Background: an optimization exercise with open tools, aiming at small area and few clock cycles. Do not read the settings as production practice. In this exercise RTL edits were held to simulation tests only and were not proved equivalent to the original. Power is estimated from default activity; no workload was simulated.

==> design.v <==
package spq_pkg;
    localparam int DEPTH = 16;
    localparam int KEY_W = 16;
    localparam int TAG_W = 16;
    localparam int CNT_W = $clog2(DEPTH + 1);
    localparam logic [1:0] OP_INSERT = 2'd0;
    localparam logic [1:0] OP_REMOVE = 2'd1;
    localparam logic [1:0] OP_FIND   = 2'd2;
    localparam logic [1:0] OP_HEAD   = 2'd3;
    localparam logic [1:0] ST_OK        = 2'd0;
    localparam logic [1:0] ST_NOT_FOUND = 2'd1;
    localparam logic [1:0] ST_FULL      = 2'd2;
    localparam logic [1:0] ST_EMPTY     = 2'd3;
    typedef struct packed {
        logic             valid;
        logic [KEY_W-1:0] key;
        logic [TAG_W-1:0] tag;
    } t_entry;
    typedef struct packed {
        logic             ins_en;
        logic             rem_en;
        logic [KEY_W-1:0] key;
        logic [TAG_W-1:0] tag;
    } t_cmd;
    typedef struct packed {
        t_entry           entry;
        logic             ins_flag;
        logic             seen;
        logic [KEY_W-1:0] sel_key;
        logic [TAG_W-1:0] sel_tag;
    } t_link;
endpackage
module spq_cell (
    input  logic                      i_clk,
    input  logic                      i_rst_n,
    input  logic [spq_pkg::KEY_W-1:0] i_key,
    input  logic [spq_pkg::TAG_W-1:0] i_tag,
    input  logic                      i_wr,    
    input  logic                      i_clr,   
    output logic                      o_valid,
    output logic                      o_gt,    
    output logic                      o_eq,    
    output logic [spq_pkg::KEY_W-1:0] o_key,
    output logic [spq_pkg::TAG_W-1:0] o_tag
);
    logic                      r_valid;
    logic [spq_pkg::KEY_W-1:0] r_key;
    logic [spq_pkg::TAG_W-1:0] r_tag;
    assign o_valid = r_valid;
    assign o_key   = r_key;
    assign o_tag   = r_tag;
    assign o_eq    = i_tag == r_tag;
    always_comb begin
        logic g;
        g = 1'b0;
        for (int b = 0; b < spq_pkg::KEY_W; b++) begin
            g = (i_key[b] & !r_key[b]) | (i_key[b] & g) | (!r_key[b] & g);
        end
        o_gt = g;
    end
    always_ff @(posedge i_clk) begin
        if (i_wr) begin
            r_key <= i_key;
            r_tag <= i_tag;
        end
        if (!i_rst_n) begin
            r_valid <= 1'b0;
        end else if (i_wr) begin
            r_valid <= 1'b1;
        end else if (i_clr) begin
            r_valid <= 1'b0;
        end
    end
endmodule
module sorted_priority_queue_top (
    input  logic        i_clk,
    input  logic        i_rst_n,
    input  logic        s_axis_tvalid,
    output logic        s_axis_tready,
    input  logic [31:0] s_axis_tdata,   
    input  logic [1:0]  s_axis_tuser,   
    output logic        m_axis_tvalid,
    input  logic        m_axis_tready,
    output logic [39:0] m_axis_tdata,   
    output logic [1:0]  m_axis_tuser    
);
    localparam int DEPTH = spq_pkg::DEPTH;
    localparam int KEY_W = spq_pkg::KEY_W;
    localparam int TAG_W = spq_pkg::TAG_W;
    localparam int CNT_W = spq_pkg::CNT_W;
    logic [KEY_W-1:0] w_key;
    logic [TAG_W-1:0] w_tag;
    logic [1:0]       w_op;
    logic             w_fire;
    logic             w_full;
    logic [DEPTH-1:0] w_valid;
    logic [DEPTH-1:0] w_gt;
    logic [DEPTH-1:0] w_eq;
    logic [KEY_W-1:0] w_skey [DEPTH];
    logic [TAG_W-1:0] w_stag [DEPTH];
    logic [DEPTH-1:0] w_cand;
    logic [DEPTH-1:0] w_sel;
    logic             w_found;
    logic [DEPTH-1:0] w_free;
    logic             w_ins;
    logic             w_rem;
    logic [1:0]       w_status;
    logic             w_res;
    logic [DEPTH-1:0] r_before [DEPTH];   
    logic [CNT_W-1:0] r_count;
    logic             r_out_valid;
    logic [1:0]       r_status;
    logic             r_hit;
    logic [3:0]       r_idx;
    logic [3:0]       w_idx;
    assign s_axis_tready = !r_out_valid || m_axis_tready;
    assign w_fire        = s_axis_tvalid && s_axis_tready;
    assign w_op          = s_axis_tuser;
    assign w_key         = s_axis_tdata[KEY_W-1:0];
    assign w_tag         = s_axis_tdata[KEY_W +: TAG_W];
    assign w_full        = r_count[CNT_W-1];
    always_comb begin
        for (int i = 0; i < DEPTH; i++) begin
            w_cand[i] = w_valid[i] && ((w_op == spq_pkg::OP_HEAD) || w_eq[i]);
        end
    end
    always_comb begin
        for (int i = 0; i < DEPTH; i++) begin
            logic behind;
            behind = 1'b0;
            for (int j = 0; j < DEPTH; j++) begin
                if (j < i)      behind = behind | (w_cand[j] & r_before[j][i]);
                else if (j > i) behind = behind | (w_cand[j] & !r_before[i][j]);
            end
            w_sel[i] = w_cand[i] & !behind;
        end
        w_found = |w_cand;
    end
    always_comb begin
        logic taken;
        taken = 1'b0;
        for (int i = 0; i < DEPTH; i++) begin
            w_free[i] = !w_valid[i] && !taken;
            taken     = taken | !w_valid[i];
        end
    end
    assign w_ins = w_fire && (w_op == spq_pkg::OP_INSERT) && !w_full;
    assign w_rem = w_fire && (w_op == spq_pkg::OP_REMOVE) && w_found;
    genvar gi, gj;
    generate
        for (gi = 0; gi < DEPTH; gi++) begin : g_cell
            spq_cell u_cell (
                .i_clk   (i_clk),
                .i_rst_n (i_rst_n),
                .i_key   (w_key),
                .i_tag   (w_tag),
                .i_wr    (w_ins && w_free[gi]),
                .i_clr   (w_rem && w_sel[gi]),
                .o_valid (w_valid[gi]),
                .o_gt    (w_gt[gi]),
                .o_eq    (w_eq[gi]),
                .o_key   (w_skey[gi]),
                .o_tag   (w_stag[gi])
            );
        end
        for (gi = 0; gi < DEPTH; gi++) begin : g_row
            for (gj = gi + 1; gj < DEPTH; gj++) begin : g_col
                always_ff @(posedge i_clk) begin
                    if (w_ins && w_free[gi]) begin
                        r_before[gi][gj] <= w_gt[gj];
                    end else if (w_ins && w_free[gj]) begin
                        r_before[gi][gj] <= !w_gt[gi];
                    end
                end
            end
        end
    endgenerate
    always_comb begin
        w_status = spq_pkg::ST_OK;
        w_res    = 1'b0;
        case (w_op)
            spq_pkg::OP_INSERT: if (w_full) w_status = spq_pkg::ST_FULL;
            spq_pkg::OP_HEAD: begin
                if (w_found) w_res = 1'b1;
                else         w_status = spq_pkg::ST_EMPTY;
            end
            default: begin
                if (w_found) w_res = 1'b1;
                else         w_status = spq_pkg::ST_NOT_FOUND;
            end
        endcase
    end
    always_ff @(posedge i_clk) begin
        if (w_fire) begin
            r_status <= w_status;
            r_hit    <= w_res;
            r_idx    <= w_idx;
        end
        if (!i_rst_n) begin
            r_count     <= '0;
            r_out_valid <= 1'b0;
        end else begin
            if (w_ins) begin
                r_count <= r_count + CNT_W'(1);
            end else if (w_rem) begin
                r_count <= r_count - CNT_W'(1);
            end
            if (w_fire) begin
                r_out_valid <= 1'b1;
            end else if (m_axis_tready) begin
                r_out_valid <= 1'b0;
            end
        end
    end
    always_comb begin
        w_idx = '0;
        for (int i = 0; i < DEPTH; i++) begin
            w_idx = w_idx | (w_sel[i] ? 4'(i) : 4'd0);
        end
    end
    logic [KEY_W-1:0] w_res_key;
    logic [TAG_W-1:0] w_res_tag;
    always_comb begin
        w_res_key = '0;
        w_res_tag = '0;
        for (int i = 0; i < DEPTH; i++) begin
            if (r_hit && r_idx == 4'(i)) begin
                w_res_key = w_res_key | w_skey[i];
                w_res_tag = w_res_tag | w_stag[i];
            end
        end
    end
    assign m_axis_tvalid = r_out_valid;
    assign m_axis_tuser  = r_status;
    assign m_axis_tdata  = {(40 - KEY_W - TAG_W - CNT_W)'(0), r_count, w_res_tag, w_res_key};
endmodule
==> flow/run.sh <==
#!/bin/bash
# Own layout flow: the standard flow (standard.sh) with two changes.
#  - Synthesis maps the logic with flow/area.abc, an area-oriented ABC
#    script, through flow/synth.tcl, which otherwise runs synth_recipe.tcl
#    unchanged (same registers, flattening and renaming).
#  - Ports are buffered with sky130_fd_sc_hd__buf_1 cells.
# Every step's full output is in orfs/logs/; make's own output is in
# own_flow_make.log and the DEF export's in own_flow_def.log.
set -euo pipefail
W="$PWD"
export FLOW_WORK="$W"
export MY_ABC_SCRIPT="$W/flow/area.abc"
sed -e "s#\(SYNTH_SCRIPT=\)[^ ]*/synth_recipe\.tcl#\1$W/flow/synth.tcl#" \
    -e "s#CLKGATE_MAP_FILE= #CLKGATE_MAP_FILE= 'BUFFER_PORTS_ARGS=-buffer_cell sky130_fd_sc_hd__buf_1' #" \
    -e "s#^\(\s*openroad .*\)\$#\1 > $W/own_flow_def.log 2>\&1#" \
    standard.sh > "$W/own_standard.sh"
grep -q "SYNTH_SCRIPT=$W/flow/synth.tcl" "$W/own_standard.sh"
grep -q "BUFFER_PORTS_ARGS" "$W/own_standard.sh"
bash "$W/own_standard.sh" finish > "$W/own_flow_make.log" 2>&1
test -s "$W/out/final.def"
==> flow/area.abc <==
strash
&get -n
&fraig -x
&put
dc2
strash
&get -n
&dch -f
&nf -R 1000 {D}
&put
dnsize {D}
==> flow/synth.tcl <==
# The standard synthesis (synth_recipe.tcl), with one change: the logic is
# mapped with the ABC script named by MY_ABC_SCRIPT (an area-oriented mapping)
# in place of ORFS's speed script. Registers, flattening and renaming are
# untouched.
proc abc {args} {
  set i [lsearch -exact $args -script]
  if {$i >= 0} { set args [lreplace $args $i [expr {$i + 1}]] }
  set i [lsearch -exact $args -D]
  if {$i >= 0} { set args [lreplace $args $i [expr {$i + 1}]] }
  lappend args -script $::env(MY_ABC_SCRIPT) -D 4000
  puts "own flow abc: $args"
  yosys abc {*}$args
}
source $::env(FLOW_WORK)/synth_recipe.tcl
==> standard.sh <==
#!/bin/bash
# synth_recipe.tcl (not shown) runs the flow's synth.tcl, then flattens the netlist and writes it again
# the make line also repeats each setting of config.mk as NAME=value (left out here)
make -C /OpenROAD-flow-scripts/flow DESIGN_CONFIG=/design/flow/config.mk WORK_HOME=/design/flow/orfs CLKGATE_MAP_FILE= SYNTH_SCRIPT=/design/flow/synth_recipe.tcl "${@:-finish}"
==> config.mk <==
export PLATFORM = sky130hd
export DESIGN_NAME = sorted_priority_queue_top
export DESIGN_NICKNAME = sorted_priority_queue_top
export VERILOG_FILES = /design/flow/design.v
export SDC_FILE = /design/flow/constraint.sdc
export NUM_CORES = 4
export LEC_CHECK = 0
export CAP_MARGIN = 0
export CORE_MARGIN = 2
export CORE_UTILIZATION = 40
export CTS_BUF_LIST = sky130_fd_sc_hd__clkbuf_16
export CTS_CLUSTER_DIAMETER = 100
export CTS_CLUSTER_SIZE = 26
export SLEW_MARGIN = 0
==> constraint.sdc <==
create_clock -name core_clock -period 5.5 [get_ports {i_clk}]
set_input_delay 1.1000 -clock core_clock [delete_from_list [all_inputs] [get_ports {i_clk}]]
set_output_delay 1.1000 -clock core_clock [all_outputs]
set_load 0.01 [all_outputs]
==> run summary, run 1 <==
Row generation in the floorplan step produced 101 rows. The tools report the placeable core region as 0.0758 sq mm. Per report_power, the clock group accounts for 32.3% of the total. In this run the static leakage power is 11.3 nW.

After clock tree synthesis, the setup repair step added 0 buffers. Summed over all failing endpoints, the final setup total negative slack is 0 ns. The largest single stage delay on the critical path is 0.72 ns. The tools report the number of buffers added by the clock tree synthesis step as 34. Sequential group share of total power: 60.5%. For the via count of the first global-routing pass, the log shows 23078. The post-synthesis to final-layout area growth was 11.9%; the post-cts repair resize count was 0.

The tools report the sink of the worst hold path as g_cell[14].u_cell.r_valid. For this run, asynchronously set or reset flops after synthesis account for 0%. The path type of the worst setup path was register to output pin. The routed layout has 24306 vias. Of all nets on the critical path, the largest fanout is 29.

The library cells used most frequently in the layout, excluding fill and tap cells, are sky130_fd_sc_hd__edfxtp_1, sky130_fd_sc_hd__nand2_1, sky130_fd_sc_hd__o21ai_0, sky130_fd_sc_hd__o22ai_1, sky130_fd_sc_hd__a222oi_1. The detailed-routing iteration count for the pre-antenna-repair pass is 8. The number of maximum-capacitance constraint violations came out at 0. Walking the worst path, the cells encountered are or3b_1, nor3b_2, buf_12, a22o_1, a221oi_1, and4_1, nand3_1, buf_1.

The later pin in the worst-skew pair is clocked with a latency of 0.62 ns. The number of hold violations in the final report came out at 0. The floorplan step defined a die boundary enclosing 0.0786 sq mm. Setup violations remaining at the end of the flow were counted as 0.

At the pin with the least slew margin, the transition time is 1.24 ns. The flop-to-flop setup slack was 1.46 ns. The number of different library cells used by synthesis comes to 56. The cell count of the worst hold path is 2.

In this run the clock root is driven by a sky130_fd_sc_hd__clkbuf_16. Derived from the worst setup path, the maximum achievable clock frequency is 215 MHz. The clock passes through at most 3 buffers. The reg-to-reg critical path startpoint is r_out_valid. The first global-routing pass estimated 163000 microns of wire. TritonCTS built the clock tree.

The congestion estimate from routability-driven global placement came to 0.984. On the final layout, the worst clock skew is 0.0390 ns. The tools report the count of hold buffers inserted by post-cts repair as 0. The arrival time at the worst endpoint is 3.55 ns.

Mean instance size in the synthesized netlist: 13.2 sq um. In this run the worst hold path is classified as register to register. For this run, design rule violations remaining after detail routing come to 0. Total count of max-transition violations in the final report: 0.

Maximum number of pins on one net before global-route repair: 34. 0 antenna diodes ended up in the layout. Across the VDD grid, the largest voltage drop is 201 uV. Cell internal power was estimated by the tool at 0.00695 W. Setup repair after global routing left no endpoint under its margin.

The die is 280 microns wide. The critical path endpoint category is an output pin. The worst setup path is launched from a register. Number of standard cells in the final layout excluding fillers: 3553. Port buffering added 78 buffers. In the synthesized netlist the dominant register cell turns out to be sky130_fd_sc_hd__edfxtp_1. Cell with the biggest individual delay on the critical path: sky130_fd_sc_hd__nor3b_2. The share of the clock period used by the worst path after layout was 84.5%.

In this run the remaining antenna-violating nets after routing total 0. Initial antenna violation count: 1. The clock net in this run drives a total of 661 sinks. In this run, the number of DRC markers left after iteration 0 of detailed routing was 4783. Yosys mapped a number of flops with a built-in enable equal to 639. Worst endpoint required time: 4.40 ns. Of the synthesized area, sequential elements account for 64.2%. Fill cells in the final layout number 6878.

Synthesis inferred 661 register bits. The tools report the post-detailed-routing wire length as 113000 microns. After synthesis the cells add up to 0.0306 sq mm. For the finished layout, the period the worst path requires is 4.65 ns.

The logs give 82 for the number of I/O pins and 17.1% for the headroom to the max-slew limit. The logs give 3501 for the post-placement cell count and 0 for the total global routing overflow. The clock input transition at the sequential cells of the worst setup and hold paths is 0.10 ns. Dividing the detail-routed wire length by the instance count gives 31.9 microns. Once the floorplan was initialized, standard cells occupied 40.3% of the core. The H-tree was split into 2 levels.

The proportion of power drawn by combinational gates came out at 7.2%. After detailed routing, the number of vias per cell comes to 6.84. In this run the power spent charging and discharging nets is 0.00223 W.

The reg-to-reg critical path endpoint is g_cell[14].u_cell.r_key[9]. The ratio of cells with drive above 1 in the final layout is 8.19%. The number of cells on the worst reg-to-reg path came out at 9.

The net count of the finished layout is 2604. Detailed placement finished with a half-perimeter wire length of 76800 microns. The switching fraction of total power was 24.2%.

The most common cell after layout, fill and taps aside is sky130_fd_sc_hd__edfxtp_1. The count of mapped cells out of synthesis was 2320; the all-layer global routing usage was 28.3%. The flow ran to the end and the layout has no timing, DRC or antenna violations.

The number of warnings printed during yosys synthesis is 6, and the vertical extent of the die is 280 microns. Measured on the finished design, the core utilization comes to 45.1%. The worst hold path startpoint was g_cell[14].u_cell.r_valid. Dividing total power by cell area gives a power density of 268 mW/mm^2.
-- cell usage after synthesis, types with 6 or more instances --
master | instances | area share, %
sky130_fd_sc_hd__nand2_1 | 247 | 3.0
sky130_fd_sc_hd__nand4_1 | 44 | 0.90
sky130_fd_sc_hd__clkinv_1 | 58 | 0.71
sky130_fd_sc_hd__nand3_1 | 47 | 0.77
sky130_fd_sc_hd__nor4_1 | 39 | 0.80
sky130_fd_sc_hd__nor2_1 | 66 | 0.81
sky130_fd_sc_hd__o2bb2ai_1 | 25 | 0.72
sky130_fd_sc_hd__o22ai_1 | 141 | 2.9
sky130_fd_sc_hd__a22oi_1 | 101 | 2.5
sky130_fd_sc_hd__edfxtp_1 | 639 | 63
sky130_fd_sc_hd__dfxtp_1 | 22 | 1.4
sky130_fd_sc_hd__a22o_1 | 11 | 0.32
sky130_fd_sc_hd__nor3_1 | 17 | 0.28
sky130_fd_sc_hd__xnor2_1 | 119 | 3.4
sky130_fd_sc_hd__a221oi_1 | 69 | 2.0
sky130_fd_sc_hd__a211o_1 | 7 | 0.20
sky130_fd_sc_hd__a31oi_1 | 10 | 0.20
sky130_fd_sc_hd__o221ai_1 | 23 | 0.66
sky130_fd_sc_hd__o21ai_0 | 173 | 2.8
sky130_fd_sc_hd__and3_1 | 10 | 0.20
sky130_fd_sc_hd__a21boi_0 | 22 | 0.54
sky130_fd_sc_hd__a222oi_1 | 129 | 4.2
sky130_fd_sc_hd__a21oi_1 | 46 | 0.75
sky130_fd_sc_hd__xor2_1 | 121 | 3.5
sky130_fd_sc_hd__nand2b_1 | 7 | 0.14
sky130_fd_sc_hd__ha_1 | 6 | 0.25
sky130_fd_sc_hd__a2bb2oi_1 | 9 | 0.26
sky130_fd_sc_hd__and4_1 | 14 | 0.40
sky130_fd_sc_hd__or3_1 | 7 | 0.14
sky130_fd_sc_hd__o2111ai_1 | 7 | 0.20
sky130_fd_sc_hd__o21a_1 | 27 | 0.66
-- power by group through the flow --
| stage | Combinational [W] | Sequential [W] | Clock, W |
|---|---|---|---|
| after floorplan | 0.000321 | 0.00566 | 0 |
| after global routing | 0.000707 | 0.00556 | 0.00313 |
| final | 0.000662 | 0.00555 | 0.00296 |
| after global placement | 0.000637 | 0.00567 | 0 |
| after detailed placement | 0.000647 | 0.00567 | 0 |
| after CTS | 0.000650 | 0.00555 | 0.00298 |
-- logic make-up (layout without fill, tap and decap cells) --
family                   after synthesis  in the layout  share of synthesized area [%]
buffers and inverters                 62            315                          0.811
other                                  1              3                         0.0123
XOR/XNOR                             240            240                           6.88
multiplexers                           2              2                         0.0655
flip-flops                           661            661                           64.2
AO/OA/AOI/OAI                        826            826                           19.6
adder cells (fa/ha/maj)                7              7                          0.311
AND/OR/NAND/NOR                      521            521                           8.03
-- worst max-delay path, delay by kind of cell, from the launching register on --
family | cells | cell delay [ns]
simple gates | 4 | 1.70
buf+inv | 2 | 0.53
flops | 1 | 0.46
compound gates | 2 | 0.24
-- metal layers --
layer | GRT usage [%] | part of all wire, % | wire length, microns
met5 | 0 | 0.011 | 13
met4 | 7.35 | 2.9 | 3320
met3 | 4.31 | 11 | 12600
met2 | 44.7 | 45 | 51600
met1 | 40.8 | 40 | 45800
-- metrics by stage --
| step | hold slack (ns) | instance area, sq um | worst slack (ns) | power, W |
|---|---|---|---|---|
| CTS | 0.527 | 34200 | 0.907 | 0.00918 |
| floorplan | 0.462 | 30600 | 0.981 | 0.00598 |
| finish | 0.525 | 34200 | 0.851 | 0.00918 |
| detailed placement | 0.510 | 33200 | 0.582 | 0.00632 |
| global route | 0.562 | 34200 | 0.830 | 0.00940 |
| global placement | 0.498 | 33200 | 0.560 | 0.00630 |
-- worst max path at each step --
| stage | startpoint | to | slack, ns | cells after the start |
|---|---|---|---|---|
| after floorplan | m_axis_tready | g_cell[14].u_cell.r_key[0] | 0.98 | 8 |
| after global placement | s_axis_tdata[23] | r_idx[2] | 0.56 | 12 |
| after detailed placement | s_axis_tdata[4] | r_before[0][2] | 0.58 | 16 |
| after CTS | r_idx[3] | m_axis_tdata[17] | 0.91 | 8 |
| after global routing | r_idx[3] | m_axis_tdata[17] | 0.83 | 8 |
| final | r_idx[3] | m_axis_tdata[17] | 0.85 | 8 |
-- registers in the layout (all words and copies together) (netlist names) --
name / flops
r_before: 120
r_out_valid: 1
r_status: 2
r_hit: 1
g_cell.u_cell.r_key: 256
r_count: 5
g_cell.u_cell.r_tag: 256
g_cell.u_cell.r_valid: 16
r_idx: 4
-- cell type report --
class,instances,area [sq um],share of cell area [%]
clock buffers,35,876,2.56
clock inverters,17,168,0.490
inverters,58,218,0.637
multi-input cells,1599,10800,31.6
flip-flops and latches,661,19600,57.4
well taps,978,1220,3.58
repair buffers,205,1290,3.76
Testbench counts, summed over its fixed seeds: cycles 24,008.
==> run 2: changes to the inputs <==
--- a/config.mk
+++ b/config.mk
@@ -10,5 +10,5 @@
 export CORE_UTILIZATION = 40
 export CTS_BUF_LIST = sky130_fd_sc_hd__clkbuf_16
 export CTS_CLUSTER_DIAMETER = 100
-export CTS_CLUSTER_SIZE = 26
+export CTS_CLUSTER_SIZE = 20
 export SLEW_MARGIN = 0
==> run summary, run 2 <==
The run finished with no timing, DRC or antenna violations. The largest registers in the layout are g_cell.u_cell.r_key x256, g_cell.u_cell.r_tag x256, r_before x120. The critical path endpoint category is an output pin. The placed wire-length estimate after detailed placement was 76800 microns (unchanged).

The tools report the via count as 24359 (+0.22%). The maximum level of the CTS H-tree was 2 (unchanged). The proportion of register bits with asynchronous set or reset after synthesis was 0% (unchanged); the clock skew after layout was 0.0495 ns (+0.0105 ns). The internal power came out at 0.00716 W (+3.0%).

The number of failing setup endpoints in the final timing report was 0 (unchanged); the number of rows created at floorplan was 101 (unchanged). The number of design-rule violations left by the first detailed-router iteration was 4971 (+3.9%); the area used by multi-input combinational logic was 0.0108 sq mm (unchanged). Setup repair after global routing left no endpoint under its margin. The count of nets after finishing is 2610 (+0.23%), and the transition time at the pin with the least slew margin is 1.31 ns (+0.0697 ns). The top fanout value on the critical path is 29 (unchanged), and the number of port buffers is 78 (unchanged). The worst register-to-register path begins at r_out_valid. The logs give 3562 (+0.25%) for the number of standard cells in the final layout excluding fillers and 28.3% (+0.058 points) for the all-layer global routing usage. The total count of max-transition violations in the final report came out at 0 (unchanged).

The run gives 0.0306 sq mm (unchanged) as the mapped cell area. The average wire per standard cell was 32.0 microns (+0.26%). The path type of the worst setup path was register to output pin.

The number of maximum-capacitance constraint violations came out at 0 (unchanged). Leaving out fill and tap cells, the most frequent cell in the layout is sky130_fd_sc_hd__edfxtp_1. The tools report the via count of the first global-routing pass as 23261 (+0.79%). The initial core utilization came out at 40.3% (unchanged).

The leakage component of the power was 11.4 nW (+0.80%); the number of vias per cell was 6.84 (about the same). Sorting the synthesized cells by how often they occur yields sky130_fd_sc_hd__edfxtp_1, sky130_fd_sc_hd__nand2_1, sky130_fd_sc_hd__o21ai_0, sky130_fd_sc_hd__o22ai_1, sky130_fd_sc_hd__a222oi_1. The vertical extent of the die was 280 microns (unchanged). TritonCTS built the clock tree.

The sequential cell area is 0.0196 sq mm (unchanged). The logs give 0 ns (unchanged) for the total negative setup slack and 1.48 ns (+0.02 ns) for the flop-to-flop setup slack. The global placer's final weighted congestion is 0.984 (unchanged), and the worst-case vdd ir drop is 217 uV (+7.8%). The library cells used most frequently in the layout, excluding fill and tap cells, are sky130_fd_sc_hd__edfxtp_1, sky130_fd_sc_hd__nand2_1, sky130_fd_sc_hd__o21ai_0, sky130_fd_sc_hd__o22ai_1, sky130_fd_sc_hd__a222oi_1. The run gives 164000 microns (+0.31%) as the global-route wire length before repair. For the headroom to the max-slew limit, the log shows 12.5% (-4.6 points). Sorting the synthesized cells by area gives the leading types as sky130_fd_sc_hd__edfxtp_1, sky130_fd_sc_hd__a222oi_1, sky130_fd_sc_hd__xor2_1. Number of nets with antenna violations after routing: 0 (unchanged).

The most heavily used metal layer in global routing was met2. The tools report the net switching power as 0.00224 W (+0.53%). Later-pin clock latency in the skew report: 0.63 ns (about the same). The relative contribution of the clock network to total power is 33.9% (+1.6 points).

Among all cell types in the netlist, the one instantiated most often is sky130_fd_sc_hd__edfxtp_1. Count of inserted antenna diode cells: 0 (unchanged). The total global routing overflow is 0 (unchanged). The number of cells on the worst reg-to-reg path is 9 (unchanged), and the initial antenna violation count is 0 (-1).

The run gives 82 (unchanged) as the number of I/O pins. The count of mapped cells out of synthesis was 2320 (unchanged); the sequential group share of total power was 59.1% (-1.4 points). The mean instance size in the synthesized netlist was 13.2 sq um (unchanged); the number of fill cells in the layout was 6876 (-0.029%).

The die outline area is 0.0786 sq mm (unchanged). Worst hold path startpoint: g_cell[14].u_cell.r_valid. The worst endpoint required time was 4.40 ns (about the same). Launching element type of the critical path: a register. The share of the clock period used by the worst path after layout was 84.3% (-0.22 points). The detailed-routing iteration count for the pre-antenna-repair pass was 9 (+1); the deepest clock path buffer count was 3 (unchanged). The number of distinct standard cells referenced by the synthesized netlist was 56 (unchanged). The post-detailed-routing wire length was 114000 microns (+0.51%). For hold timing, the worst endpoint is g_cell[14].u_cell.r_valid.

The horizontal die dimension is 280 microns (unchanged), and the met2 usage in global routing is 44.7% (+0.083 points). The area share of the largest cell type after synthesis works out to 62.8% (unchanged). The number of hold violations in the final report was 0 (unchanged).

The root buffer cell chosen for the clock tree is sky130_fd_sc_hd__clkbuf_16. The synthesized design spends more area on one cell type than any other, namely sky130_fd_sc_hd__edfxtp_1. The tools report the share of the yosys chip area belonging to registers as 64.2% (unchanged). Residual DRC count: 0 (unchanged). The proportion of power drawn by combinational gates came out at 7.1% (about the same). The met1 track demand over resource was 40.5% (-0.31 points). For the top achievable clock speed, the log shows 216 MHz (+0.26%).

Number of buffers added by the clock tree synthesis step: 40 (+18%). The number of setup buffers added after CTS was 0 (unchanged); the cell count of the worst hold path was 2 (unchanged). Among all flip-flop cells after synthesis, the most frequent one is sky130_fd_sc_hd__edfxtp_1. The number of synthesized register bits works out to 661 (unchanged).

The switching fraction of total power is 23.8% (-0.44 points), and the count of hold buffers inserted by post-cts repair is 0 (unchanged). The tools report the maximum number of pins on one net before global-route repair as 34 (unchanged). The path class of the tightest hold or removal check is register to register. Count of flip-flops with a built-in enable after synthesis: 639 (unchanged). The arrival time at the worst endpoint is 3.54 ns (about the same), and the total power per unit cell area is 274 mW/mm^2 (+2.0%). TritonCTS sink count: 661 (unchanged).

The post-cts repair resize count was 0 (unchanged). The tools report the reg-to-reg critical path endpoint as g_cell[14].u_cell.r_key[11]. From synthesis to final layout, the design area changed by 12.4%. The clock input transition at the sequential cells of the worst setup and hold paths is 0.09 ns (about the same), and the met3 capacity usage during global routing is 4.69% (+0.38 points). Post-route minimum period: 4.64 ns (-0.0121 ns).

The ratio of cells with drive above 1 in the final layout is 8.24% (+0.049 points). The post-placement cell count is 3501 (unchanged). The number of warnings printed during yosys synthesis came out at 6 (unchanged). The placeable core region is 0.0758 sq mm (unchanged).
-- run 2: power groups by stage --
stage                     Combinational (W)  Clock [W]  Sequential (W)
after floorplan                    0.000321          0         0.00566
after global placement             0.000637          0         0.00567
after detailed placement           0.000647          0         0.00567
after CTS                          0.000650    0.00321         0.00555
after global routing               0.000708    0.00336         0.00556
final                              0.000663    0.00318         0.00555
-- run 2: final cells by class --
cell class,count,share of cell area [%]
timing repair buffer,205,3.74
tap,978,3.56
multi-input combinational,1599,31.4
sequential,661,57.1
inverter,58,0.634
clock buffer,41,2.99
clock inverter,20,0.481
-- run 2: worst max path at each step --
stage,start,endpoint,slack [ns],cells after the start
2_1_floorplan,m_axis_tready,g_cell[14].u_cell.r_key[0],0.98,8
3_3_place_gp,s_axis_tdata[23],r_idx[2],0.56,12
3_5_place_dp,s_axis_tdata[4],r_before[0][2],0.58,16
4_1_cts,r_idx[3],m_axis_tdata[17],0.88,8
5_1_grt,s_axis_tdata[4],r_before[0][12],0.75,16
6_report,r_idx[3],m_axis_tdata[17],0.86,8
-- run 2: worst max-delay path, cell delays in order, from the launching register on --
cell and delay, ns:
sky130_fd_sc_hd__edfxtp_1 0.46, sky130_fd_sc_hd__or3b_1 0.54, sky130_fd_sc_hd__nor3b_2 0.67, sky130_fd_sc_hd__buf_12 0.33, sky130_fd_sc_hd__a22o_1 0.18, sky130_fd_sc_hd__a221oi_1 0.06, sky130_fd_sc_hd__and4_1 0.26, sky130_fd_sc_hd__nand3_1 0.19
sky130_fd_sc_hd__buf_1 0.20
-- run 2: stage by stage --
stage	area [sq um]	power [W]	utilization [%]	hold WS (ns)	worst slack [ns]
after floorplan	30600	0.00598	-	0.462	0.981
after global placement	33200	0.00630	43.7	0.498	0.560
after detailed placement	33200	0.00632	43.7	0.510	0.582
after CTS	34300	0.00941	45.3	0.526	0.881
after global routing	34300	0.00963	45.3	0.561	0.751
final	34300	0.00940	45.3	0.524	0.863
-- run 2: logic make-up (layout without fill, tap and decap cells) --
group                    count (synthesis)  in the layout  synth area share [%]
AO/OA/AOI/OAI                          826            826                  19.6
flip-flops                             661            661                  64.2
AND/OR/NAND/NOR                        521            521                  8.03
XOR/XNOR                               240            240                  6.88
buffers and inverters                   62            324                 0.811
adder cells (fa/ha/maj)                  7              7                 0.311
multiplexers                             2              2                0.0655
other                                    1              3                0.0123
-- run 2: per-layer routing --
| layer | part of all wire, % | vias up |
|---|---|---|
| met3 | 12 | 207 |
| li1 | - | 10153 |
| met1 | 40 | 12223 |
| met2 | 46 | 1776 |
| met4 | 2.9 | 0 |
| met5 | 0 | - |
==> run 3: changes to the inputs <==
--- a/config.mk
+++ b/config.mk
@@ -9,6 +9,6 @@
 export CORE_MARGIN = 2
 export CORE_UTILIZATION = 40
 export CTS_BUF_LIST = sky130_fd_sc_hd__clkbuf_16
-export CTS_CLUSTER_DIAMETER = 100
-export CTS_CLUSTER_SIZE = 20
+export CTS_CLUSTER_DIAMETER = 90
+export CTS_CLUSTER_SIZE = 28
 export SLEW_MARGIN = 0
==> run summary, run 3 <==
The average wire per standard cell came out at 31.9 microns (-0.27%). Most used flip-flop cell after synthesis: sky130_fd_sc_hd__edfxtp_1. The run finished with no timing, DRC or antenna violations. The post-synthesis xor/xnor area fraction is 6.88% (unchanged).

The TritonCTS sink count came out at 661 (unchanged). The tools report the library cell used as clock root buffer as sky130_fd_sc_hd__clkbuf_16. The horizontal die dimension came out at 280 microns (unchanged). The library cells used most frequently in the layout, excluding fill and tap cells, are sky130_fd_sc_hd__edfxtp_1, sky130_fd_sc_hd__nand2_1, sky130_fd_sc_hd__o21ai_0, sky130_fd_sc_hd__o22ai_1, sky130_fd_sc_hd__a222oi_1. The tools report the internal power as 0.00694 W (-3.1%). For the number of distinct standard cells referenced by the synthesized netlist, the log shows 56 (unchanged).

The mapped cell area is 0.0306 sq mm (unchanged). The arrival time at the worst endpoint is 3.49 ns (-0.05 ns), and the number of I/O pins is 82 (unchanged). After synthesis, the largest family of logic cells by area is compound AO/OA/AOI/OAI gates. The post-synthesis to final-layout area growth was 11.9%; the proportion of power drawn by combinational gates was 7.2% (about the same). Count of mapped cells out of synthesis: 2320 (unchanged). The initial antenna violation count is 0 (unchanged), and the met1 track demand over resource is 40.7% (+0.25 points). The run gives 1.46 ns (-0.02 ns) as the flop-to-flop setup slack. The multiplexer share of the synthesized area was 0.0655% (unchanged). The net switching power is 0.00220 W (-1.7%). sky130_fd_sc_hd__edfxtp_1 is the most common cell in the netlist. The top achievable clock speed was 218 MHz (+1.1%). The class of the worst hold path was register to register. The run gives 0 (unchanged) as the number of setup buffers added after CTS.

The largest registers in the layout are g_cell.u_cell.r_key x256, g_cell.u_cell.r_tag x256, r_before x120. The logs give 0 (unchanged) for the residual DRC count and 163000 microns (-0.21%) for the global-route wire length before repair. The number of synthesized register bits came out at 661 (unchanged). The run gives 0 (unchanged) as the total count of max-transition violations in the final report.

Global placer's final weighted congestion: 0.984 (unchanged). For the post-placement cell count, the log shows 3501 (unchanged). Setup repair after global routing left no endpoint under its margin. The number of failing setup endpoints in the final timing report was 0 (unchanged). TritonCTS built the clock tree. The ratio of cells with drive above 1 in the final layout came out at 8.27% (+0.026 points). The area share of the largest cell type after synthesis works out to 62.8% (unchanged). The deepest clock path buffer count is 3 (unchanged), and the post-cts repair resize count is 0 (unchanged).

Number of port buffers: 78 (unchanged). For the relative contribution of the clock network to total power, the log shows 32.0% (-1.9 points). Share of the clock period used by the worst path after layout: 83.4% (-0.93 points). The run gives 0.61 ns (-0.02 ns) as the later-pin clock latency in the skew report. For the count of inserted antenna diode cells, the log shows 0 (unchanged). The mean instance size in the synthesized netlist works out to 13.2 sq um (unchanged). The run gives 34 (unchanged) as the maximum number of pins on one net before global-route repair.

The run gives 60.7% (+1.6 points) as the sequential group share of total power. For the number of hold violations in the final report, the log shows 0 (unchanged). The worst hold path startpoint is g_cell[14].u_cell.r_valid. The number of nets with antenna violations after routing was 0 (unchanged); the vertical extent of the die was 280 microns (unchanged). By area the synthesized netlist is led by sky130_fd_sc_hd__edfxtp_1, sky130_fd_sc_hd__a222oi_1, sky130_fd_sc_hd__xor2_1. The layer flagged by global routing as most heavily used is met2. Adder-cell share of the synthesized area: 0.311% (unchanged). The placed wire-length estimate after detailed placement is 76800 microns (unchanged). The fraction of the mapped netlist area in compound gates is 19.6% (unchanged), and the number of warnings printed during yosys synthesis is 6 (unchanged).

The total power per unit cell area was 268 mW/mm^2 (-2.2%); the worst setup slack after layout was 0.914 ns (+0.0514 ns). The met2 usage in global routing is 44.6% (-0.095 points). By count the netlist is led by sky130_fd_sc_hd__edfxtp_1, sky130_fd_sc_hd__nand2_1, sky130_fd_sc_hd__o21ai_0, sky130_fd_sc_hd__o22ai_1, sky130_fd_sc_hd__a222oi_1. The number of vias per cell is 6.84 (about the same). The maximum level of the CTS H-tree is 2 (unchanged), and the placeable core region is 0.0758 sq mm (unchanged).

The run gives 113000 microns (-0.49%) as the post-detailed-routing wire length. The worst endpoint required time was 4.40 ns (about the same). The worst-case hold slack was 0.524 ns (+0.000591 ns); the count of flip-flops with a built-in enable after synthesis was 639 (unchanged).

The biggest area contributor in the post-synthesis netlist is sky130_fd_sc_hd__edfxtp_1. For the all-layer global routing usage, the log shows 28.3% (-0.054 points). The top fanout value on the critical path came out at 29 (unchanged).

The library cell used most frequently in the layout, excluding fill and tap cells, is sky130_fd_sc_hd__edfxtp_1. The logs give 4.24% (-0.45 points) for the met3 capacity usage during global routing and 2604 (-0.23%) for the count of nets after finishing. The worst setup path is captured at an output pin. The tools report the worst slack at placement as 0.582 ns (unchanged).

The clock skew after layout is 0.0427 ns (-0.00682 ns). The number of maximum-capacitance constraint violations was 0 (unchanged). The tools report the startpoint of the worst setup timing path as r_idx[3]. The launching element type of the critical path was a register.

Simple-gate share of the synthesized area: 8.03% (unchanged). The reg-to-reg critical path startpoint was g_cell[8].u_cell.r_tag[15]. The headroom to the max-slew limit was 14.0% (+1.5 points). The detailed-routing iteration count for the pre-antenna-repair pass was 10 (+1). The via count of the first global-routing pass was 23091 (-0.73%); the die outline area was 0.0786 sq mm (unchanged). The logs give 4848 (-2.5%) for the number of design-rule violations left by the first detailed-router iteration and 213 uV (-1.9%) for the worst-case vdd ir drop. The total global routing overflow is 0 (unchanged), and the leakage component of the power is 11.3 nW (-1.1%). The transition time at the pin with the least slew margin came out at 1.29 ns (-0.0221 ns). The clock input transition at the sequential cells of the worst setup and hold paths was 0.09 ns (about the same); the post-route minimum period was 4.59 ns (-0.0514 ns).

The run gives 40.3% (unchanged) as the initial core utilization. The number of standard cells in the final layout excluding fillers was 3554 (-0.22%); the share of the yosys chip area belonging to registers was 64.2% (unchanged). The proportion of register bits with asynchronous set or reset after synthesis was 0% (unchanged); the total negative setup slack was 0 ns (unchanged).

The switching fraction of total power works out to 24.1% (+0.26 points). The path type of the worst setup path is register to output pin. The tools report the number of rows created at floorplan as 101 (unchanged). For the via count, the log shows 24307 (-0.21%).

Count of hold buffers inserted by post-cts repair: 0 (unchanged). The run gives 34 (-15%) as the number of buffers added by the clock tree synthesis step.
-- run 3: cell counts after synthesis --
No cell type changed its count.
-- run 3: cell families after synthesis --
kind of cell	after synthesis
compound gates	826
xor+xnor	240
fa+ha+maj	7
buf+inv	62
flops	661
mux	2
other cells	1
simple gates	521
-- run 3: final timing paths --
path                                             endpoint  cells after the start
worst max-delay path                     m_axis_tdata[17]                      8
worst min-delay path            g_cell[14].u_cell.r_valid                      2
worst max register to register                   r_idx[2]                     10
worst min register to register  g_cell[14].u_cell.r_valid                      2
-- run 3: metrics by stage --
step	utilization [%]	instance area [sq um]	total power, W
global placement	43.7	33200	0.00630
floorplan	-	30600	0.00598
finish	45.1	34200	0.00914
CTS	45.1	34200	0.00915
detailed placement	43.7	33200	0.00632
global route	45.1	34200	0.00936
-- run 3: final cells by class --
type,count,area (sq um)
Inverter,58,218
Multi-Input combinational cell,1599,10800
Clock inverter,18,139
Sequential cell,661,19600
Clock buffer,35,876
Tap cell,978,1220
Fill cell,6896,41600
Timing Repair Buffer,205,1290
-- run 3: power groups by stage --
stage	clock network [W]	registers [W]	logic (W)
6_report	0.00293	0.00555	0.000661
5_1_grt	0.00310	0.00556	0.000707
4_1_cts	0.00295	0.00555	0.000650
3_5_place_dp	0	0.00567	0.000647
3_3_place_gp	0	0.00567	0.000637
2_1_floorplan	0	0.00566	0.000321
-- run 3: per-layer routing --
metal  part of all wire [%]  wire (microns)  vias to the layer above
met2                     45           51600                     1766
met3                     11           12800                      197
met4                    2.9            3290                        0
met1                     40           45700                    12200
met5                      0               0                        -
li1                       -               -                    10144
-- run 3: critical path: stages (launching register included) --
cell and delay (ns):
sky130_fd_sc_hd__edfxtp_1 0.45, sky130_fd_sc_hd__or3b_1 0.54, sky130_fd_sc_hd__nor3b_2 0.68, sky130_fd_sc_hd__buf_12 0.33, sky130_fd_sc_hd__a22o_1 0.18, sky130_fd_sc_hd__a221oi_1 0.06
sky130_fd_sc_hd__and4_1 0.26, sky130_fd_sc_hd__nand3_1 0.17, sky130_fd_sc_hd__buf_1 0.20
==> run 4: changes to the inputs <==
--- a/config.mk
+++ b/config.mk
@@ -7,8 +7,8 @@
 export LEC_CHECK = 0
 export CAP_MARGIN = 0
 export CORE_MARGIN = 2
-export CORE_UTILIZATION = 40
+export CORE_UTILIZATION = 55
 export CTS_BUF_LIST = sky130_fd_sc_hd__clkbuf_16
-export CTS_CLUSTER_DIAMETER = 90
-export CTS_CLUSTER_SIZE = 28
+export CTS_CLUSTER_DIAMETER = 100
+export CTS_CLUSTER_SIZE = 26
 export SLEW_MARGIN = 0
==> run summary, run 4 <==
Sorting the synthesized cells by how often they occur yields sky130_fd_sc_hd__edfxtp_1, sky130_fd_sc_hd__nand2_1, sky130_fd_sc_hd__o21ai_0, sky130_fd_sc_hd__o22ai_1, sky130_fd_sc_hd__a222oi_1. The via count of the first global-routing pass was 23023 (-0.29%). The mean instance size in the synthesized netlist came out at 13.2 sq um (unchanged). Yosys attributes the largest share of cell area to sky130_fd_sc_hd__edfxtp_1, sky130_fd_sc_hd__a222oi_1, sky130_fd_sc_hd__xor2_1.

The logs give 111000 microns (-2.3%) for the post-detailed-routing wire length and 0.668 ns (-0.246 ns) for the worst setup slack after layout. Leaving out fill and tap cells, the most frequent cell in the layout is sky130_fd_sc_hd__edfxtp_1. The fraction of the core area covered by cells at the end of the flow came out at 61.6% (+17 points). Path type of the worst setup path: input port to register.

The tools report the placed wire-length estimate after detailed placement as 75800 microns (-1.4%). On the critical path, the stage with the largest delay is an instance of sky130_fd_sc_hd__o211ai_1. The initial antenna violation count was 0 (unchanged).

The worst endpoint required time is 5.86 ns (+1.46 ns), and the placeable core region is 0.0550 sq mm (-27%). The run gives 56 (unchanged) as the number of distinct standard cells referenced by the synthesized netlist. TritonCTS built the clock tree. The biggest cell delay along the critical path is 0.50 ns (-0.18 ns). The most common cell in the synthesized netlist is sky130_fd_sc_hd__edfxtp_1. The synthesized design spends more area on one cell type than any other, namely sky130_fd_sc_hd__edfxtp_1. The die outline area came out at 0.0574 sq mm (-27%). Setup repair after global routing left no endpoint under its margin. For the maximum level of the CTS H-tree, the log shows 1 (-1). The tools report the count of nets after finishing as 2608 (+0.15%).

The share of the yosys chip area belonging to registers came out at 64.2% (unchanged). The tools report the number of fill cells in the layout as 4346 (-37%). The headroom to the max-slew limit is 15.6% (+1.6 points), and the average wire per standard cell is 33.3 microns (+4.4%). The number of setup buffers added after CTS was 0 (unchanged). Count of flip-flops with a built-in enable after synthesis: 639 (unchanged). The post-cts repair resize count was 0 (unchanged); the number of failing setup endpoints in the final timing report was 0 (unchanged). For the number of rows created at floorplan, the log shows 86 (-15%). The clock input transition at the sequential cells of the worst setup and hold paths is 0.10 ns (about the same). The area share of the largest cell type after synthesis is 62.8% (unchanged). The via count was 24419 (+0.46%); the proportion of register bits with asynchronous set or reset after synthesis was 0% (unchanged). The most used flip-flop cell after synthesis is sky130_fd_sc_hd__edfxtp_1. The launching element type of the critical path is an input port.

The post-route minimum period is 4.83 ns (+0.246 ns), and the deepest clock path buffer count is 3 (unchanged). The number of port buffers is 78 (unchanged). Walking the worst path, the cells encountered are buf_1, clkinv_1, buf_4, a221oi_1, o21ai_0, a21oi_1, nor2_1, a221oi_1, nor2_1, a221oi_1, nor2_1, a221oi_1, nor2_1, o22ai_1, o21ai_0, o211ai_1, o21ai_0.

The total power per unit cell area works out to 265 mW/mm^2 (-0.89%). The count of hold buffers inserted by post-cts repair is 0 (unchanged). The tools report the library cell used as clock root buffer as sky130_fd_sc_hd__clkbuf_16. The worst setup path is captured at a register. The transition time at the pin with the least slew margin is 1.26 ns (-0.0315 ns), and the clock skew after layout is 0.0203 ns (-0.0224 ns).

The later-pin clock latency in the skew report came out at 0.66 ns (+0.05 ns). For the number of I/O pins, the log shows 82 (unchanged). Count of inserted antenna diode cells: 0 (unchanged).

For the number of buffers added by the clock tree synthesis step, the log shows 31 (-8.8%). The tools report the total negative setup slack as 0 ns (unchanged). The arrival time at the worst endpoint was 5.19 ns (+1.70 ns). The vertical extent of the die is 240 microns (-15%), and the maximum number of pins on one net before global-route repair is 34 (unchanged). The run gives 0 (unchanged) as the number of hold violations in the final report. The run finished with no timing, DRC or antenna violations. The logs give 9 (-1) for the detailed-routing iteration count for the pre-antenna-repair pass and 0.0306 sq mm (unchanged) for the mapped cell area.

The global-route wire length before repair is 158000 microns (-3.3%), and the top achievable clock speed is 207 MHz (-5.1%). The number of vias per cell was 7.34 (+7.4%). The worst-case hold slack was 0.521 ns (-0.00371 ns); the number of warnings printed during yosys synthesis was 6 (unchanged). On the critical path the largest part of the delay comes from compound AO/OA/AOI/OAI gates. The min-delay analysis places its worst path in the category register to register. The horizontal die dimension is 240 microns (-15%), and the worst-case vdd ir drop is 327 uV (+54%). Number of nets with antenna violations after routing: 0 (unchanged). The number of synthesized register bits came out at 661 (unchanged). The leakage component of the power is 11.3 nW (+0.17%). The initial core utilization was 55.6% (+15 points); the ratio of cells with drive above 1 in the final layout was 8.30% (+0.036 points). Global placer's final weighted congestion: 1.04 (+5.9%). The tools report the total count of max-transition violations in the final report as 0 (unchanged). The run gives 2320 (unchanged) as the count of mapped cells out of synthesis.

The top fanout value on the critical path came out at 17 (-41%). The run gives 0 (unchanged) as the number of maximum-capacitance constraint violations. The post-synthesis to final-layout area growth was 10.9%; the TritonCTS sink count was 661 (unchanged). The number of design-rule violations left by the first detailed-router iteration was 5235 (+8.0%); the number of buffer and inverter instances along the worst setup path was 3 (+1).

The largest registers in the layout are g_cell.u_cell.r_key x256, g_cell.u_cell.r_tag x256, r_before x120. The total global routing overflow was 0 (unchanged). In the layout the commonest cells are sky130_fd_sc_hd__edfxtp_1, sky130_fd_sc_hd__nand2_1, sky130_fd_sc_hd__o21ai_0, sky130_fd_sc_hd__o22ai_1, sky130_fd_sc_hd__buf_4.

The all-layer global routing usage was 37.9% (+9.6 points); the residual DRC count was 0 (unchanged). The share of the clock period used by the worst path after layout was 87.9% (+4.5 points). The tools report the worst slack at placement as 0.142 ns (-0.440 ns).
## run 4: worst paths after layout
kind | from | to | slack, ns | cells after the start
max | s_axis_tdata[3] | r_before[0][3] | 0.67 | 17
min | g_cell[15].u_cell.r_valid | g_cell[15].u_cell.r_valid | 0.52 | 2
max reg2reg | g_cell[0].u_cell.r_key[1] | r_before[0][3] | 1.36 | 16
min reg2reg | g_cell[15].u_cell.r_valid | g_cell[15].u_cell.r_valid | 0.52 | 2
## run 4: through the flow
stage / instance area [sq um] / cells / power [W]
5_1_grt: 33900 / 3325 / 0.00916
3_3_place_gp: 32900 / 3278 / 0.00630
4_1_cts: 33900 / 3325 / 0.00895
2_1_floorplan: 30600 / 2322 / 0.00598
3_5_place_dp: 32900 / 3278 / 0.00631
6_report: 33900 / 3325 / 0.00898
## run 4: power by group
| group | internal, W | leakage (nW) | total [W] | switching [W] |
|---|---|---|---|---|
| Sequential | 0.00553 | 5.93 | 0.00555 | 0.0000195 |
| Clock | 0.00110 | 0.479 | 0.00277 | 0.00166 |
| Combinational | 0.000212 | 4.88 | 0.000661 | 0.000450 |
## run 4: per-layer routing
metal  GRT usage, %  share of wire, %
met1           55.0                38
met2           58.1                45
met3           7.02                13
met4           12.2               3.7
met5              0                 0
## run 4: layout make-up
cell class / instances / area, sq um / area share, %
clock buffer: 31 / 776 / 2.29
clock inverter: 16 / 151 / 0.447
inverter: 58 / 218 / 0.643
multi-input combinational: 1599 / 10800 / 31.9
sequential: 661 / 19600 / 58.0
tap: 748 / 936 / 2.76
timing repair buffer: 212 / 1370 / 4.03
## run 4: tightest hold or removal path: stages, from the launching register on
cell and delay [ns]:
sky130_fd_sc_hd__dfxtp_1 0.34, sky130_fd_sc_hd__o21ai_0 0.07, sky130_fd_sc_hd__a21boi_0 0.07
## run 4: cells by family (layout without fill, tap and decap cells)
family,count (synthesis),after routing,synth area share [%]
AND/OR/NAND/NOR,521,521,8.03
AO/OA/AOI/OAI,826,826,19.6
buffers and inverters,62,317,0.811
multiplexers,2,2,0.0655
flip-flops,661,661,64.2
other,1,3,0.0123
adder cells (fa/ha/maj),7,7,0.311
XOR/XNOR,240,240,6.88
==> run 5: changes to the inputs <==
==> flow/area.abc (replaced) <==
strash
&get -n
&fraig -x
&put
dc2
strash
&get -n
&dch -f
&if -a -K 6
&put
strash
&get -n
&dch -f
&nf -R 1000 {D}
&put
dnsize {D}
==> run summary, run 5 <==
The post-place instance area is 0.0328 sq mm (-0.29%). The final instance area was 0.0337 sq mm (-0.42%). Arrival time at the worst endpoint: 3.66 ns (-1.53 ns). The internal power is 0.00680 W (-0.66%). The average wire per standard cell is 35.8 microns (+7.3%), and the via count is 24466 (+0.19%). The number of failing setup endpoints in the final timing report is 0 (unchanged).

The run gives 116000 microns (+4.5%) as the post-detailed-routing wire length. Leading cell type by number of instances after synthesis: sky130_fd_sc_hd__edfxtp_1. Transition time at the pin with the least slew margin: 1.41 ns (+0.152 ns). The biggest area contributor in the post-synthesis netlist is sky130_fd_sc_hd__edfxtp_1. The sequential group share of total power is 62.5% (+0.7 points).

The vertical extent of the die is 239 microns (-0.18%), and the placed wire-length estimate after detailed placement is 78700 microns (+3.8%). The all-layer global routing usage is 40.0% (+2.1 points), and the global-route wire length before repair is 164000 microns (+3.6%). Clock input transition at the sequential cells of the worst setup and hold paths: 0.11 ns (about the same).

The tools report the reg-to-reg critical path startpoint as g_cell[8].u_cell.r_tag[9]. The proportion of power drawn by combinational gates was 7.5% (about the same). The worst setup path is captured at an output pin.

The die outline area is 0.0572 sq mm (-0.35%), and the post-route minimum period is 4.76 ns (-0.0754 ns). The relative contribution of the clock network to total power was 30.0% (-0.8 points). Sorting the synthesized cells by area gives the leading types as sky130_fd_sc_hd__edfxtp_1, sky130_fd_sc_hd__a222oi_1, sky130_fd_sc_hd__xnor2_1. The total count of max-transition violations in the final report came out at 0 (unchanged).

The total power per unit cell area works out to 263 mW/mm^2 (-0.71%). Share of the yosys chip area belonging to registers: 64.5% (+0.23 points). In the synthesized netlist the dominant register cell turns out to be sky130_fd_sc_hd__edfxtp_1. The TritonCTS sink count was 661 (unchanged). Worst-case vdd ir drop: 411 uV (+26%).

For the number of rows created at floorplan, the log shows 86 (unchanged). The ratio of cells with drive above 1 in the final layout works out to 8.81% (+0.50 points). The worst endpoint required time came out at 4.40 ns (-1.46 ns).

The number of setup buffers added after CTS is 0 (unchanged), and the detailed-routing iteration count for the pre-antenna-repair pass is 10 (+1). The count of hold buffers inserted by post-cts repair was 0 (unchanged). Via count of the first global-routing pass: 23047 (+0.10%).

The switching fraction of total power was 23.4% (-0.37 points); the headroom to the max-slew limit was 5.92% (-9.6 points). For the initial antenna violation count, the log shows 3 (+3). Residual DRC count: 0 (unchanged).

The tools report the number of buffers added by the clock tree synthesis step as 30 (-3.2%). Number of maximum-capacitance constraint violations: 0 (unchanged). The share of the clock period used by the worst path after layout is 86.5% (-1.4 points).

Setup repair after global routing left no endpoint under its margin. The flow ran to the end and the layout has no timing, DRC or antenna violations. TritonCTS built the clock tree. The top cell types in the final layout, fill and taps aside, are sky130_fd_sc_hd__edfxtp_1, sky130_fd_sc_hd__nand2_1, sky130_fd_sc_hd__o21ai_0, sky130_fd_sc_hd__xnor2_1, sky130_fd_sc_hd__a222oi_1.

The tools report the library cell used as clock root buffer as sky130_fd_sc_hd__clkbuf_16. The run gives 210 MHz (+1.6%) as the top achievable clock speed. The post-synthesis to final-layout area growth is 10.8% (about the same). Ranked by instance count, the synthesized netlist is headed by sky130_fd_sc_hd__edfxtp_1, sky130_fd_sc_hd__nand2_1, sky130_fd_sc_hd__o21ai_0, sky130_fd_sc_hd__xnor2_1, sky130_fd_sc_hd__a222oi_1. The count of nets after finishing is 2567 (-1.6%), and the maximum level of the CTS H-tree is 1 (unchanged). The top fanout value on the critical path came out at 25 (+8). The placeable core region came out at 0.0549 sq mm (-0.20%).

The most common cell after layout, fill and taps aside was sky130_fd_sc_hd__edfxtp_1. Maximum number of pins on one net before global-route repair: 33 (-2.9%). The later-pin clock latency in the skew report is 0.68 ns (+0.02 ns), and the total global routing overflow is 0 (unchanged). The clock skew after layout is 0.0389 ns (+0.0187 ns). In this run the most critical hold path is launched from g_cell[15].u_cell.r_valid.

The number of synthesized register bits was 661 (unchanged); the flop-to-flop setup slack was 1.65 ns (+0.29 ns). The worst setup path is launched from a register. The number of vias per cell came out at 7.56 (+2.9%). The area share of the largest cell type after synthesis is 63.0% (+0.22 points).

The run gives 5263 (+0.53%) as the number of design-rule violations left by the first detailed-router iteration. The tools report the post-cts repair resize count as 0 (unchanged). The path type of the worst setup path was register to output pin. The tools report the deepest clock path buffer count as 3 (unchanged). The endpoint identified for the worst register-to-register timing path is r_idx[2]. Global placer's final weighted congestion: 1.04 (about the same). The net switching power is 0.00207 W (-2.7%).

The class of the worst hold path is register to register. The mean instance size in the synthesized netlist is 13.4 sq um (+2.0%). The critical path ends at m_axis_tdata[27].

The tools report the count of mapped cells out of synthesis as 2266 (-2.3%). The logs give 55.5% (-0.089 points) for the initial core utilization and 0 ns (unchanged) for the total negative setup slack. The critical path starts at r_idx[0]. The proportion of register bits with asynchronous set or reset after synthesis is 0% (unchanged), and the count of flip-flops with a built-in enable after synthesis is 639 (unchanged). The number of port buffers works out to 78 (unchanged). The run gives 0 (unchanged) as the number of nets with antenna violations after routing. The tools report the number of I/O pins as 82 (unchanged).

The number of distinct standard cells referenced by the synthesized netlist was 48 (-14%). The horizontal die dimension was 239 microns (-0.18%). The mapped cell area came out at 0.0304 sq mm (-0.36%). The number of cells on the worst reg-to-reg path was 14 (-2). The number of hold violations in the final report is 0 (unchanged). The tools report the worst-case hold slack as 0.531 ns (+0.0105 ns). The tools report the leakage component of the power as 11.0 nW (-2.5%).

The largest registers in the layout are g_cell.u_cell.r_key x256, g_cell.u_cell.r_tag x256, r_before x120. The tools report the number of warnings printed during yosys synthesis as 6 (unchanged).
==> run 5: cell types whose count changed in the layout (fill, tap and decap cells not counted), moves of 12 or more <==
cell,change
sky130_fd_sc_hd__nor2_1,-18
sky130_fd_sc_hd__xor2_1,-55
sky130_fd_sc_hd__nand2_1,-38
sky130_fd_sc_hd__o22ai_1,-15
sky130_fd_sc_hd__a221oi_1,-26
sky130_fd_sc_hd__o21ai_0,+16
sky130_fd_sc_hd__nand3_1,-12
sky130_fd_sc_hd__buf_4,+17
sky130_fd_sc_hd__nand4_1,+21
sky130_fd_sc_hd__a222oi_1,+34
sky130_fd_sc_hd__xnor2_1,+63
sky130_fd_sc_hd__o22a_1,+28
==> run 5: cell type report <==
| cell class | count | area, sq um |
|---|---|---|
| Multi-Input combinational cell | 1541 | 10700 |
| Clock buffer | 30 | 751 |
| Fill cell | 4291 | 21200 |
| Sequential cell | 661 | 19600 |
| Clock inverter | 12 | 125 |
| Timing Repair Buffer | 226 | 1430 |
| Inverter | 62 | 233 |
| Antenna cell | 1 | 2.50 |
| Tap cell | 704 | 881 |
==> run 5: cells by family after synthesis <==
logic type,count (synthesis),share of synthesized area [%]
muxes,2,0.0658
other,1,0.0123
and+or+nand+nor,467,7.51
adders and majority gates,7,0.312
AOI/OAI and AO/OA,814,19.6
buffers and inverters,66,0.863
DFF,661,64.5
xor gates and xnor gates,248,7.13
==> run 5: worst min path at each step <==
stage | slack [ns] | end | depth (start not counted)
final | 0.53 | g_cell[15].u_cell.r_valid | 2
after global routing | 0.56 | g_cell[14].u_cell.r_valid | 2
after CTS | 0.53 | g_cell[2].u_cell.r_valid | 2
after detailed placement | 0.52 | g_cell[15].u_cell.r_valid | 2
after global placement | 0.50 | g_cell[15].u_cell.r_valid | 2
after floorplan | 0.46 | g_cell[15].u_cell.r_valid | 2
==> run 5: power groups by stage <==
stage	clock (W)	sequential (W)	combinational, W
after CTS	0.00266	0.00555	0.000645
after floorplan	0	0.00566	0.000320
after global routing	0.00281	0.00555	0.000706
final	0.00266	0.00555	0.000666
after detailed placement	0	0.00567	0.000642
after global placement	0	0.00567	0.000632
==> run 5: critical path, cell delays in order (launching register included) <==
cell	delay (ns)
sky130_fd_sc_hd__edfxtp_1	0.53
sky130_fd_sc_hd__nor2_1	0.14
sky130_fd_sc_hd__nand2_1	0.19
sky130_fd_sc_hd__nor2_4	1.10
sky130_fd_sc_hd__buf_4	0.34
sky130_fd_sc_hd__a222oi_1	0.09
sky130_fd_sc_hd__and4_1	0.28
sky130_fd_sc_hd__nand3_1	0.10
sky130_fd_sc_hd__buf_1	0.18
==> run 5: per-layer routing <==
metal / global-route usage, % / wire length (microns)
met1: 55.4 / 42800
met2: 61.7 / 51800
met3: 9.55 / 15700
met4: 15.1 / 5440
met5: 0 / 46
==> run 5: through the flow <==
step / total power [W] / std cells / setup WS (ns) / util (%)
final: 0.00888 / 3237 / 0.743 / 61.5
after floorplan: 0.00598 / 2268 / 0.940 / -
after global routing: 0.00907 / 3236 / 0.661 / 61.5
after detailed placement: 0.00631 / 3194 / 0.406 / 59.9
after global placement: 0.00630 / 3194 / 0.512 / 59.9
after CTS: 0.00886 / 3236 / 0.857 / 61.5
==> run 6: changes to the inputs <==
--- a/config.mk
+++ b/config.mk
@@ -7,7 +7,7 @@
 export LEC_CHECK = 0
 export CAP_MARGIN = 0
 export CORE_MARGIN = 2
-export CORE_UTILIZATION = 55
+export CORE_UTILIZATION = 72
 export CTS_BUF_LIST = sky130_fd_sc_hd__clkbuf_16
 export CTS_CLUSTER_DIAMETER = 100
 export CTS_CLUSTER_SIZE = 26
==> run summary, run 6 <==
The flow ran to the end and the layout has no timing, DRC or antenna violations. The later-pin clock latency in the skew report was 0.65 ns (-0.03 ns); the area share of the largest cell type after synthesis was 63.0% (unchanged). The run gives 63.5% (+1.0 points) as the sequential group share of total power. The number of maximum-capacitance constraint violations was 0 (unchanged).

For the final instance area, the log shows 0.0333 sq mm (-1.2%). The placed wire-length estimate after detailed placement was 72900 microns (-7.4%); the number of failing setup endpoints in the final timing report was 0 (unchanged). The number of I/O pins is 82 (unchanged), and the number of buffer and inverter instances along the worst setup path is 3 (+1). In the post-synthesis netlist, the cell with the most instances is sky130_fd_sc_hd__edfxtp_1.

Number of standard cells in the final layout excluding fillers: 3053 (-5.7%). The number of design-rule violations left by the first detailed-router iteration was 7210 (+37%); the number of cells on the worst reg-to-reg path was 10 (-4). The run gives 2548 (-0.74%) as the count of nets after finishing. The worst hold path belongs to the class register to register.

Top fanout value on the critical path: 19 (-24%). The worst setup path is launched from an input port. For this run, the leading register cell type out of synthesis is sky130_fd_sc_hd__edfxtp_1. The switching fraction of total power is 23.2% (-0.13 points). The post-synthesis to final-layout area growth was 9.47%. The proportion of register bits with asynchronous set or reset after synthesis was 0% (unchanged); the number of buffers added by the clock tree synthesis step was 29 (-3.3%). Leaving out fill and tap cells, the most frequent cell in the layout is sky130_fd_sc_hd__edfxtp_1. The net switching power was 0.00203 W (-2.0%).

The clock input transition at the sequential cells of the worst setup and hold paths was 0.11 ns (about the same); the initial core utilization was 72.7% (+17 points). Number of warnings printed during yosys synthesis: 6 (unchanged). The share of the clock period used by the worst path after layout works out to 85.9% (-0.57 points). The transition time at the pin with the least slew margin was 1.39 ns (-0.0251 ns). The number of port buffers was 78 (unchanged); the residual DRC count was 0 (unchanged). The total count of max-transition violations in the final report is 0 (unchanged), and the detailed-routing iteration count for the pre-antenna-repair pass is 14 (+4).

The tools report the library cell used as clock root buffer as sky130_fd_sc_hd__clkbuf_16. Traced cell by cell, the critical path runs through buf_1, clkinv_1, buf_4, a22oi_1, a21oi_1, a221oi_1, o21a_1, o21ai_0, a222oi_1, o21ai_0, a222oi_1, o2bb2ai_1, nand2_1, o21ai_0. The deepest clock path buffer count was 3 (unchanged); the via count was 25745 (+5.2%). The count of flip-flops with a built-in enable after synthesis works out to 639 (unchanged). The largest registers in the layout are g_cell.u_cell.r_key x256, g_cell.u_cell.r_tag x256, r_before x120. For the post-cts repair resize count, the log shows 0 (unchanged). TritonCTS built the clock tree. The logs give 0 (unchanged) for the total global routing overflow and 10.9 nW (-1.3%) for the leakage component of the power. The run gives 3011 (-5.7%) as the post-placement cell count. The worst setup path is of the input port to register kind. The all-layer global routing usage was 48.6% (+8.6 points); the number of distinct standard cells referenced by the synthesized netlist was 48 (unchanged).

The maximum level of the CTS H-tree is 1 (unchanged), and the mean instance size in the synthesized netlist is 13.4 sq um (unchanged). In the layout the commonest cells are sky130_fd_sc_hd__edfxtp_1, sky130_fd_sc_hd__nand2_1, sky130_fd_sc_hd__o21ai_0, sky130_fd_sc_hd__xnor2_1, sky130_fd_sc_hd__a222oi_1. The average wire per standard cell is 35.5 microns (-0.83%). The vertical extent of the die came out at 210 microns (-12%). Post-route minimum period: 4.73 ns (-0.0314 ns). The logs give 0 (unchanged) for the number of setup buffers added after CTS and 7.6% (about the same) for the proportion of power drawn by combinational gates. For the initial antenna violation count, the log shows 1 (-2). The tools report the global-route wire length before repair as 156000 microns (-4.5%).

The via count of the first global-routing pass is 24060 (+4.4%). The cell type with the largest total area after synthesis was sky130_fd_sc_hd__edfxtp_1. Sorting the synthesized cells by how often they occur yields sky130_fd_sc_hd__edfxtp_1, sky130_fd_sc_hd__nand2_1, sky130_fd_sc_hd__o21ai_0, sky130_fd_sc_hd__xnor2_1, sky130_fd_sc_hd__a222oi_1. Most used cell along the critical path: sky130_fd_sc_hd__o21ai_0. The post-place instance area is 0.0325 sq mm (-0.99%), and the total power per unit cell area is 263 mW/mm^2 (-0.30%). The biggest cell delay along the critical path was 0.56 ns (-0.54 ns).

The number of synthesized register bits is 661 (unchanged), and the internal power is 0.00672 W (-1.3%). The clock skew after layout is 0.0163 ns (-0.0226 ns). Sorting the synthesized cells by area gives the leading types as sky130_fd_sc_hd__edfxtp_1, sky130_fd_sc_hd__a222oi_1, sky130_fd_sc_hd__xnor2_1. Maximum number of pins on one net before global-route repair: 33 (unchanged). The horizontal die dimension was 210 microns (-12%); the top achievable clock speed was 212 MHz (+0.66%).

The run gives 75 (-13%) as the number of rows created at floorplan. The arrival time at the worst endpoint was 5.07 ns (+1.41 ns); the mapped cell area was 0.0304 sq mm (unchanged). Setup repair after global routing left no endpoint under its margin. The logs give 0.0419 sq mm (-24%) for the placeable core region and 661 (unchanged) for the TritonCTS sink count. The relative contribution of the clock network to total power was 28.9% (-1.1 points); the number of vias per cell was 8.43 (+12%).

The number of hold violations in the final report came out at 0 (unchanged). The run gives 7.59% (+1.7 points) as the headroom to the max-slew limit. The worst setup path is captured at a register. The cell count of the worst hold path works out to 2 (unchanged).

The share of the yosys chip area belonging to registers is 64.5% (unchanged). The run gives 5.84 ns (+1.44 ns) as the worst endpoint required time. The run gives 0 (unchanged) as the number of nets with antenna violations after routing.

The count of hold buffers inserted by post-cts repair is 0 (unchanged). The worst-case vdd ir drop was 335 uV (-19%); the cell count along the critical path was 14 (+6). For the global placer's final weighted congestion, the log shows 1.06 (+1.6%). The total negative setup slack was 0 ns (unchanged). Critical path's top delay family: compound AO/OA/AOI/OAI gates. The ratio of cells with drive above 1 in the final layout came out at 7.56% (-1.2 points). The die outline area is 0.0439 sq mm (-23%). The run gives 108000 microns (-6.5%) as the post-detailed-routing wire length. The count of mapped cells out of synthesis came out at 2266 (unchanged). The cell with the biggest individual delay on the critical path was sky130_fd_sc_hd__clkinv_1.
## run 6: cell types whose count changed in the layout (fill, tap and decap cells not counted), sizes merged
cell    delta
buf       -16
bufinv     -1
clkbuf     -3
clkinv     +5
inv        -4
## run 6: layout make-up
| class | count | area, sq um |
|---|---|---|
| inverter | 62 | 233 |
| fill | 2429 | 8530 |
| timing repair buffer | 208 | 1320 |
| sequential | 661 | 19600 |
| clock buffer | 29 | 726 |
| clock inverter | 12 | 73.8 |
| multi-input combinational | 1541 | 10700 |
| antenna | 1 | 2.50 |
| tap | 539 | 674 |
## run 6: worst register-to-register path, cell delays in order (launching register included)
cell	delay, ns
sky130_fd_sc_hd__dfxtp_1	0.50
sky130_fd_sc_hd__and3_1	0.25
sky130_fd_sc_hd__and3_1	0.23
sky130_fd_sc_hd__nand3_1	0.12
sky130_fd_sc_hd__nor2_1	0.20
sky130_fd_sc_hd__nand3_1	0.13
sky130_fd_sc_hd__nor3_1	0.46
sky130_fd_sc_hd__nand4_1	0.19
sky130_fd_sc_hd__or2_1	0.64
sky130_fd_sc_hd__inv_2	0.65
sky130_fd_sc_hd__buf_4	0.43
## run 6: cell families after synthesis
group,share of synthesized area (%)
AO/OA/AOI/OAI,19.6
XOR/XNOR,7.13
adder cells (fa/ha/maj),0.312
buffers and inverters,0.863
flip-flops,64.5
multiplexers,0.0658
other,0.0123
AND/OR/NAND/NOR,7.51
## run 6: power groups by stage
stage | Combinational (W) | Clock, W | Sequential [W]
final | 0.000668 | 0.00253 | 0.00555
after global routing | 0.000692 | 0.00262 | 0.00556
after CTS | 0.000634 | 0.00247 | 0.00555
after detailed placement | 0.000628 | 0 | 0.00567
after global placement | 0.000605 | 0 | 0.00567
after floorplan | 0.000320 | 0 | 0.00566
## run 6: metrics by stage
step	worst slack, ns	hold WS [ns]	power, W	utilization (%)
after CTS	0.972	0.519	0.00866	79.6
after floorplan	0.940	0.460	0.00598	-
after global placement	0.367	0.474	0.00627	77.7
after detailed placement	0.301	0.502	0.00629	77.7
final	0.775	0.522	0.00875	79.6
after global routing	0.597	0.562	0.00887	79.6
## run 6: path summary, 6_finish.rpt
kind | start | end | slack (ns)
setup / recovery | s_axis_tdata[1] | r_before[11][12] | 0.77
hold / removal | g_cell[4].u_cell.r_valid | g_cell[4].u_cell.r_valid | 0.52
setup reg to reg | g_cell[0].u_cell.r_valid | g_cell[14].u_cell.r_tag[1] | 1.37
hold reg to reg | g_cell[4].u_cell.r_valid | g_cell[4].u_cell.r_valid | 0.52
## run 6: routing by layer
metal | wire length (microns) | GRT usage [%] | vias up
li1 | - | - | 9995
met5 | 29 | 0 | -
met2 | 46300 | 72.5 | 3082
met4 | 8100 | 25.5 | 2
met3 | 19300 | 15.0 | 736
met1 | 34500 | 65.1 | 11930

Setup slack of run 6, layout unchanged: 0.775 ns with ideal ports, 0.729 ns with driving cells assumed (clock clkbuf_16, inputs buf_2), 0.104 ns with port delays also shifted by the 0.698 ns mid clock arrival.
